This design comes from an exercise in tuning for small area on the open sky130 flow, not from production work. The RTL was checked by simulation tests, not by an equivalence proof against the original design. Power and IR drop assume default switching activity.

==> 06-27: inputs <==
==> flow/design.v <==
package kickerPkg;
	localparam int windowLog2 = 5;
	localparam int windowDepth = 1 << windowLog2;
	localparam int periodWidth = 19;
	localparam int offsetWidth = 18;
	typedef logic [periodWidth-1:0] periodT;
	typedef logic [offsetWidth-1:0] offsetT;
	typedef logic [23:0] sumT;
	typedef logic [6:0] ratioT;
	typedef enum logic [2:0]
	{
		idleState,
		waitAveragesState,
		kickerOffState,
		kickerOnState,
		faultState
	} kickerStateT;
endpackage
`timescale 1ns/1ps
module edgeIntervalTimer
(
	input  logic              CLOCK_80MHZ,
	input  logic              resetButton,
	input  logic              rawSignal,
	output logic              riseStrobe,
	output logic              fallStrobe,
	output logic              periodValid,
	output kickerPkg::periodT count,
	output kickerPkg::offsetT elapsed,
	output logic              counting
);
	localparam int periodWidth = kickerPkg::periodWidth;
	localparam int offsetWidth = kickerPkg::offsetWidth;
	localparam kickerPkg::periodT countMax = '1;
	logic syncStage0;
	logic syncStage1;
	logic syncPrev;
	logic riseDetect;
	logic fallDetect;
	kickerPkg::periodT countNext;
	logic [periodWidth:0] carry;
	logic saturated;
	always_ff @(posedge CLOCK_80MHZ)
	begin
		syncStage0 <= rawSignal;
		syncStage1 <= syncStage0;
		syncPrev <= syncStage1;
	end
	assign riseDetect = syncStage1 & ~syncPrev;
	assign fallDetect = ~syncStage1 & syncPrev;
	assign carry[0] = counting;
	for (genvar i = 0; i < periodWidth; i++)
	begin : inc
		assign countNext[i] = count[i] ^ carry[i];
		assign carry[i+1] = count[i] & carry[i];
	end
	assign saturated = carry[periodWidth];
	always_ff @(posedge CLOCK_80MHZ)
	begin
		if (resetButton)
		begin
			riseStrobe <= 1'b0;
			fallStrobe <= 1'b0;
			counting <= 1'b0;
			count <= '0;
		end
		else
		begin
			riseStrobe <= riseDetect;
			fallStrobe <= fallDetect;
			if (riseStrobe)
				counting <= 1'b1;
			if (riseStrobe)
				count <= kickerPkg::periodT'(1);
			else if (!saturated)
				count <= countNext;
		end
	end
	assign periodValid = riseStrobe & counting;
	assign elapsed = (|count[periodWidth-1:offsetWidth]) ? '1 : count[offsetWidth-1:0];
endmodule
`timescale 1ns/1ps
module slidingWindowSum
#(
	parameter int sampleWidth = kickerPkg::periodWidth,
	parameter int depth = kickerPkg::windowDepth
)
(
	input  logic            CLOCK_80MHZ,
	input  logic            resetButton,
	input  logic            push,
	input  logic [sampleWidth-1:0] sample,
	output logic [sampleWidth-1:0] mean,
	output logic            full
);
	localparam int indexWidth = $clog2(depth);
	localparam int sumWidth = sampleWidth + indexWidth;
	logic [depth*sampleWidth-1:0] store;
	logic [indexWidth:0] fill;
	logic [sumWidth-1:0] sum;
	logic [sumWidth-1:0] notEvicted;
	logic [sumWidth-1:0] csaSum;
	logic [sumWidth:0]   csaCarry;
	logic [sumWidth:0]   rippleCarry;
	logic [sumWidth-1:0] sumNext;
	assign full = fill[indexWidth];
	assign notEvicted = {{indexWidth{1'b1}}, ~(store[depth*sampleWidth-1 -: sampleWidth] & {sampleWidth{full}})};
	assign csaCarry[0] = 1'b1;
	assign rippleCarry[0] = 1'b0;
	for (genvar i = 0; i < sumWidth; i++)
	begin : adder
		logic sampleBit;
		assign sampleBit = (i < sampleWidth) ? sample[i] : 1'b0;
		assign csaSum[i] = sum[i] ^ sampleBit ^ notEvicted[i];
		assign csaCarry[i+1] = (sum[i] & sampleBit) | (sum[i] & notEvicted[i]) | (sampleBit & notEvicted[i]);
		assign sumNext[i] = csaSum[i] ^ csaCarry[i] ^ rippleCarry[i];
		assign rippleCarry[i+1] = (csaSum[i] & csaCarry[i]) | (csaSum[i] & rippleCarry[i]) | (csaCarry[i] & rippleCarry[i]);
	end
	always_ff @(posedge CLOCK_80MHZ)
	begin
		if (push)
			store <= {store[(depth-1)*sampleWidth-1:0], sample};
	end
	always_ff @(posedge CLOCK_80MHZ)
	begin
		if (resetButton)
		begin
			sum <= '0;
			fill <= '0;
		end
		else if (push)
		begin
			sum <= sumNext;
			if (!full)
				fill <= fill + 1'b1;
		end
	end
	assign mean = sum[sumWidth-1:indexWidth];
endmodule
`timescale 1ns/1ps
module kickerSequencer
(
	input  logic              CLOCK_80MHZ,
	input  logic              resetButton,
	input  logic              averagesReady,
	input  kickerPkg::offsetT offsetMean,
	input  kickerPkg::offsetT pulserElapsed,
	input  logic              pulserRise,
	input  logic              beamRise,
	input  logic              beamOn,
	input  kickerPkg::ratioT  onRatio,
	input  kickerPkg::ratioT  offRatio,
	output logic              kickTrigger,
	output logic              fault
);
	kickerPkg::kickerStateT state;
	kickerPkg::kickerStateT nextState;
	logic phaseMatch;
	kickerPkg::ratioT matchCount;
	logic signed [2:0] balance;
	logic balanceFault;
	assign phaseMatch = averagesReady && (pulserElapsed == offsetMean);
	assign balanceFault = (balance > 3'sd1) || (balance < -3'sd1);
	always_ff @(posedge CLOCK_80MHZ)
	begin
		if (resetButton)
			balance <= '0;
		else if (beamRise && !pulserRise && balance != 3'sd3)
			balance <= balance + 3'sd1;
		else if (pulserRise && !beamRise && balance != -3'sd4)
			balance <= balance - 3'sd1;
	end
	always_comb
	begin
		nextState = state;
		case (state)
			kickerPkg::idleState:
				nextState = kickerPkg::waitAveragesState;
			kickerPkg::waitAveragesState:
			begin
				if (averagesReady)
					nextState = kickerPkg::kickerOffState;
			end
			kickerPkg::kickerOffState:
			begin
				if (phaseMatch && matchCount == offRatio && beamOn)
					nextState = kickerPkg::kickerOnState;
			end
			kickerPkg::kickerOnState:
			begin
				if (phaseMatch && matchCount == onRatio)
					nextState = kickerPkg::kickerOffState;
			end
			kickerPkg::faultState:
				nextState = kickerPkg::faultState;
			default:
				nextState = kickerPkg::idleState;
		endcase
		if (balanceFault)
			nextState = kickerPkg::faultState;
	end
	always_ff @(posedge CLOCK_80MHZ)
	begin
		if (resetButton)
		begin
			state <= kickerPkg::idleState;
			matchCount <= kickerPkg::ratioT'(1);
			kickTrigger <= 1'b0;
		end
		else
		begin
			state <= nextState;
			kickTrigger <= (nextState == kickerPkg::kickerOnState);
			if (nextState != state)
				matchCount <= kickerPkg::ratioT'(1);
			else if (phaseMatch)
			begin
				if (state == kickerPkg::kickerOffState && matchCount == offRatio)
					matchCount <= kickerPkg::ratioT'(1);
				else if (state == kickerPkg::kickerOffState || state == kickerPkg::kickerOnState)
					matchCount <= matchCount + kickerPkg::ratioT'(1);
			end
		end
	end
	assign fault = (state == kickerPkg::faultState);
endmodule
`timescale 1ns/1ps
module kickerTrigger
#(
	parameter int depthLog2 = kickerPkg::windowLog2
)
(
	input  logic              CLOCK_80MHZ,
	input  logic              resetButton,
	input  logic              beamSignal,
	input  logic              pulserSignal,
	input  logic              beamOn,
	input  kickerPkg::ratioT  onRatio,
	input  kickerPkg::ratioT  offRatio,
	output logic              kickTrigger,
	output logic              fault,
	output logic              averagesReady,
	output kickerPkg::periodT meanBeamPeriod,
	output kickerPkg::periodT meanPulserPeriod
);
	localparam int windowSize = 1 << depthLog2;
	logic beamRise;
	logic beamFall;
	logic beamPeriodValid;
	kickerPkg::periodT beamPeriod;
	logic pulserRise;
	logic pulserPeriodValid;
	kickerPkg::periodT pulserPeriod;
	kickerPkg::offsetT pulserElapsed;
	logic pulserCounting;
	logic offsetPush;
	logic beamFull;
	logic pulserFull;
	logic offsetFull;
	kickerPkg::offsetT offsetMean;
	edgeIntervalTimer beamTimer
	(
		.CLOCK_80MHZ (CLOCK_80MHZ),
		.resetButton (resetButton),
		.rawSignal   (beamSignal),
		.riseStrobe  (beamRise),
		.fallStrobe  (beamFall),
		.periodValid (beamPeriodValid),
		.count       (beamPeriod),
		.elapsed     (),
		.counting    ()
	);
	edgeIntervalTimer pulserTimer
	(
		.CLOCK_80MHZ (CLOCK_80MHZ),
		.resetButton (resetButton),
		.rawSignal   (pulserSignal),
		.riseStrobe  (pulserRise),
		.fallStrobe  (),
		.periodValid (pulserPeriodValid),
		.count       (pulserPeriod),
		.elapsed     (pulserElapsed),
		.counting    (pulserCounting)
	);
	assign offsetPush = beamFall && pulserCounting;
	slidingWindowSum #(.sampleWidth(kickerPkg::periodWidth), .depth(windowSize)) beamWindow
	(
		.CLOCK_80MHZ (CLOCK_80MHZ),
		.resetButton (resetButton),
		.push        (beamPeriodValid),
		.sample      (beamPeriod),
		.mean        (meanBeamPeriod),
		.full        (beamFull)
	);
	slidingWindowSum #(.sampleWidth(kickerPkg::periodWidth), .depth(windowSize)) pulserWindow
	(
		.CLOCK_80MHZ (CLOCK_80MHZ),
		.resetButton (resetButton),
		.push        (pulserPeriodValid),
		.sample      (pulserPeriod),
		.mean        (meanPulserPeriod),
		.full        (pulserFull)
	);
	slidingWindowSum #(.sampleWidth(kickerPkg::offsetWidth), .depth(windowSize)) offsetWindow
	(
		.CLOCK_80MHZ (CLOCK_80MHZ),
		.resetButton (resetButton),
		.push        (offsetPush),
		.sample      (pulserElapsed),
		.mean        (offsetMean),
		.full        (offsetFull)
	);
	assign averagesReady = beamFull & pulserFull & offsetFull;
	kickerSequencer sequencer
	(
		.CLOCK_80MHZ   (CLOCK_80MHZ),
		.resetButton   (resetButton),
		.averagesReady (averagesReady),
		.offsetMean    (offsetMean),
		.pulserElapsed (pulserElapsed),
		.pulserRise    (pulserRise),
		.beamRise      (beamRise),
		.beamOn        (beamOn),
		.onRatio       (onRatio),
		.offRatio      (offRatio),
		.kickTrigger   (kickTrigger),
		.fault         (fault)
	);
endmodule
==> flow/run.sh <==
#!/bin/bash
# synth_recipe.tcl (not shown) runs the flow's synth.tcl, then flattens the netlist and writes it again
# the make line also repeats each setting of config.mk as NAME=value (left out here)
make -C /OpenROAD-flow-scripts/flow DESIGN_CONFIG=/design/flow/config.mk WORK_HOME=/design/flow/orfs CLKGATE_MAP_FILE= SYNTH_SCRIPT=/design/flow/synth_recipe.tcl finish
==> flow/config.mk <==
export PLATFORM = sky130hd
export DESIGN_NAME = kickerTrigger
export DESIGN_NICKNAME = kickerTrigger
export VERILOG_FILES = /design/flow/design.v
export SDC_FILE = /design/flow/constraint.sdc
export NUM_CORES = 4
export LEC_CHECK = 0
export CAP_MARGIN = 20
export CORE_MARGIN = 2
export CORE_UTILIZATION = 70
export CTS_BUF_LIST = sky130_fd_sc_hd__clkbuf_4 sky130_fd_sc_hd__clkbuf_8
export PLACE_DENSITY = 0.8
export SLEW_MARGIN = 20
==> flow/constraint.sdc <==
create_clock -name core_clock -period 12.5 [get_ports {CLOCK_80MHZ}]
set_input_delay 2.5000 -clock core_clock [delete_from_list [all_inputs] [get_ports {CLOCK_80MHZ}]]
set_output_delay 2.5000 -clock core_clock [all_outputs]
set_load 0.01 [all_outputs]
==> 05-05 (differences from 06-27) <==
==> flow/design.v, changed modules only <==
module edgeIntervalTimer
(
	input  logic              CLOCK_80MHZ,
	input  logic              resetButton,
	input  logic              rawSignal,
	output logic              riseStrobe,
	output logic              fallStrobe,
	output logic              periodValid,
	output kickerPkg::periodT count,
	output kickerPkg::offsetT elapsed
);
	localparam int periodWidth = kickerPkg::periodWidth;
	localparam int offsetWidth = kickerPkg::offsetWidth;
	localparam kickerPkg::periodT countMax = '1;
	logic syncStage0;
	logic syncStage1;
	logic syncPrev;
	logic riseDetect;
	logic fallDetect;
	logic seenRise;
	kickerPkg::periodT countPlusOne;
	always_ff @(posedge CLOCK_80MHZ)
	begin
		syncStage0 <= rawSignal;
		syncStage1 <= syncStage0;
		syncPrev <= syncStage1;
	end
	assign riseDetect = syncStage1 & ~syncPrev;
	assign fallDetect = ~syncStage1 & syncPrev;
	assign countPlusOne = (count == countMax) ? countMax : count + kickerPkg::periodT'(1);
	always_ff @(posedge CLOCK_80MHZ)
	begin
		if (resetButton)
		begin
			riseStrobe <= 1'b0;
			fallStrobe <= 1'b0;
			periodValid <= 1'b0;
			seenRise <= 1'b0;
			count <= '0;
		end
		else
		begin
			riseStrobe <= riseDetect;
			fallStrobe <= fallDetect;
			periodValid <= riseDetect & seenRise;
			if (riseDetect)
				seenRise <= 1'b1;
			if (riseStrobe)
				count <= kickerPkg::periodT'(1);
			else if (seenRise)
				count <= countPlusOne;
		end
	end
	assign elapsed = (|count[periodWidth-1:offsetWidth]) ? '1 : count[offsetWidth-1:0];
endmodule
module slidingWindowSum
#(
	parameter int sampleWidth = kickerPkg::periodWidth,
	parameter int depth = kickerPkg::windowDepth
)
(
	input  logic            CLOCK_80MHZ,
	input  logic            resetButton,
	input  logic            push,
	input  logic [sampleWidth-1:0] sample,
	output logic [sampleWidth-1:0] mean,
	output logic            full
);
	localparam int indexWidth = $clog2(depth);
	localparam int sumWidth = sampleWidth + indexWidth;
	logic [depth*sampleWidth-1:0] store;
	logic [indexWidth:0] fill;
	logic [sumWidth-1:0] sum;
	logic [sampleWidth-1:0] evicted;
	assign evicted = full ? store[depth*sampleWidth-1 -: sampleWidth] : '0;
	assign full = fill[indexWidth];
	always_ff @(posedge CLOCK_80MHZ)
	begin
		if (push)
			store <= {store[(depth-1)*sampleWidth-1:0], sample};
	end
	always_ff @(posedge CLOCK_80MHZ)
	begin
		if (resetButton)
		begin
			sum <= '0;
			fill <= '0;
		end
		else if (push)
		begin
			sum <= sum + sumWidth'(sample) - sumWidth'(evicted);
			if (!full)
				fill <= fill + 1'b1;
		end
	end
	assign mean = sum[sumWidth-1:indexWidth];
endmodule
module kickerTrigger
#(
	parameter int depthLog2 = kickerPkg::windowLog2
)
(
	input  logic              CLOCK_80MHZ,
	input  logic              resetButton,
	input  logic              beamSignal,
	input  logic              pulserSignal,
	input  logic              beamOn,
	input  kickerPkg::ratioT  onRatio,
	input  kickerPkg::ratioT  offRatio,
	output logic              kickTrigger,
	output logic              fault,
	output logic              averagesReady,
	output kickerPkg::periodT meanBeamPeriod,
	output kickerPkg::periodT meanPulserPeriod
);
	localparam int windowSize = 1 << depthLog2;
	logic beamRise;
	logic beamFall;
	logic beamPeriodValid;
	kickerPkg::periodT beamPeriod;
	logic pulserRise;
	logic pulserPeriodValid;
	kickerPkg::periodT pulserPeriod;
	kickerPkg::offsetT pulserElapsed;
	logic offsetPush;
	logic beamFull;
	logic pulserFull;
	logic offsetFull;
	kickerPkg::offsetT offsetMean;
	edgeIntervalTimer beamTimer
	(
		.CLOCK_80MHZ (CLOCK_80MHZ),
		.resetButton (resetButton),
		.rawSignal   (beamSignal),
		.riseStrobe  (beamRise),
		.fallStrobe  (beamFall),
		.periodValid (beamPeriodValid),
		.count       (beamPeriod),
		.elapsed     ()
	);
	edgeIntervalTimer pulserTimer
	(
		.CLOCK_80MHZ (CLOCK_80MHZ),
		.resetButton (resetButton),
		.rawSignal   (pulserSignal),
		.riseStrobe  (pulserRise),
		.fallStrobe  (),
		.periodValid (pulserPeriodValid),
		.count       (pulserPeriod),
		.elapsed     (pulserElapsed)
	);
	assign offsetPush = beamFall && (pulserElapsed != '0);
	slidingWindowSum #(.sampleWidth(kickerPkg::periodWidth), .depth(windowSize)) beamWindow
	(
		.CLOCK_80MHZ (CLOCK_80MHZ),
		.resetButton (resetButton),
		.push        (beamPeriodValid),
		.sample      (beamPeriod),
		.mean        (meanBeamPeriod),
		.full        (beamFull)
	);
	slidingWindowSum #(.sampleWidth(kickerPkg::periodWidth), .depth(windowSize)) pulserWindow
	(
		.CLOCK_80MHZ (CLOCK_80MHZ),
		.resetButton (resetButton),
		.push        (pulserPeriodValid),
		.sample      (pulserPeriod),
		.mean        (meanPulserPeriod),
		.full        (pulserFull)
	);
	slidingWindowSum #(.sampleWidth(kickerPkg::offsetWidth), .depth(windowSize)) offsetWindow
	(
		.CLOCK_80MHZ (CLOCK_80MHZ),
		.resetButton (resetButton),
		.push        (offsetPush),
		.sample      (pulserElapsed),
		.mean        (offsetMean),
		.full        (offsetFull)
	);
	assign averagesReady = beamFull & pulserFull & offsetFull;
	kickerSequencer sequencer
	(
		.CLOCK_80MHZ   (CLOCK_80MHZ),
		.resetButton   (resetButton),
		.averagesReady (averagesReady),
		.offsetMean    (offsetMean),
		.pulserElapsed (pulserElapsed),
		.pulserRise    (pulserRise),
		.beamRise      (beamRise),
		.beamOn        (beamOn),
		.onRatio       (onRatio),
		.offRatio      (offRatio),
		.kickTrigger   (kickTrigger),
		.fault         (fault)
	);
endmodule
CORE_UTILIZATION = 40   (was 70)
CTS_BUF_LIST = default   (was sky130_fd_sc_hd__clkbuf_4 sky130_fd_sc_hd__clkbuf_8)
PLACE_DENSITY = default   (was 0.8)
==> notes <==
In 06-27 the worst setup slack is lower than in 05-05, by 5.0 ns.
Hold slack: 06-27 is worse than 05-05 (0.012 ns).
In 06-27 the global-route usage is higher than in 05-05, by 8.7 points.
Between 06-27 and 05-05, the lower combinational power is in 06-27 (gap about 54%, measured against 05-05).
In 05-05 the clock power is higher than in 06-27, by about 4%.
Of 05-05 and 06-27, 05-05 has the higher die area (gap 79%, measured against 06-27).
==> figures <==
Layout Nets: 06-27 3,418; 05-05 3,643
Starting density of the core: 06-27 70.90%; 05-05 40.38%
Status: 06-27 finished clean; 05-05 finished clean
Critical path endpoint: 06-27 beamWindow.sum[23]$_SDFFE_PP0P_; 05-05 averagesReady
Largest fanout on the critical path: 06-27 25; 05-05 24
Number of sinks handled by clock tree synthesis: 06-27 1,944; 05-05 1,946
Post-synth design cell area: 06-27 64,110 um^2; 05-05 65,870 um^2
Delay of the slowest cell on the worst path: 06-27 0.86 ns; 05-05 0.85 ns
Met2 Wirelength: 06-27 41.70 mm; 05-05 39.03 mm
Fraction of area in registers: 06-27 79.37%; 05-05 76.33%
Routed via count divided by cell count: 06-27 5.471; 05-05 4.684
Clk buf depth: 06-27 4; 05-05 3
Synthesized-area fraction occupied by and/or/nand/nor cells: 06-27 2.639%; 05-05 3.567%
Cell at the root of the clock tree: 06-27 sky130_fd_sc_hd__clkbuf_8; 05-05 sky130_fd_sc_hd__clkbuf_16

-- what the ideal ports hide --
The results above use ideal ports. As a check the final layouts listed here were re-extracted and re-timed, cells and wires unchanged.
Step 1 (the two cells are an assumption about what drives the block):
set clk [get_ports {CLOCK_80MHZ}]
set_driving_cell -lib_cell sky130_fd_sc_hd__clkbuf_16 $clk
set_driving_cell -lib_cell sky130_fd_sc_hd__buf_2 [delete_from_list [all_inputs] $clk]
Step 2 adds t to the input delays and takes it off the output delays; t is the mean of the earliest and latest rising clock arrival at the registers after step 1. Input paths then give back, and output paths get back, about the clock's delay inside the block.
a / b / c = ideal ports / drivers / drivers and shift; a / b = the first two.
run | t, ns | setup WS [ns] | clock arrival spread, ns | worst slew at a driven data input, ns
06-27 | 0.950 | 2.049 / 2.049 / 2.049 | 0.083 / 0.083 | 0.04
05-05 | 0.853 | 7.079 / 7.006 / 7.563 | 0.025 / 0.025 | 0.03
After both steps setup and hold are still met in every run listed.
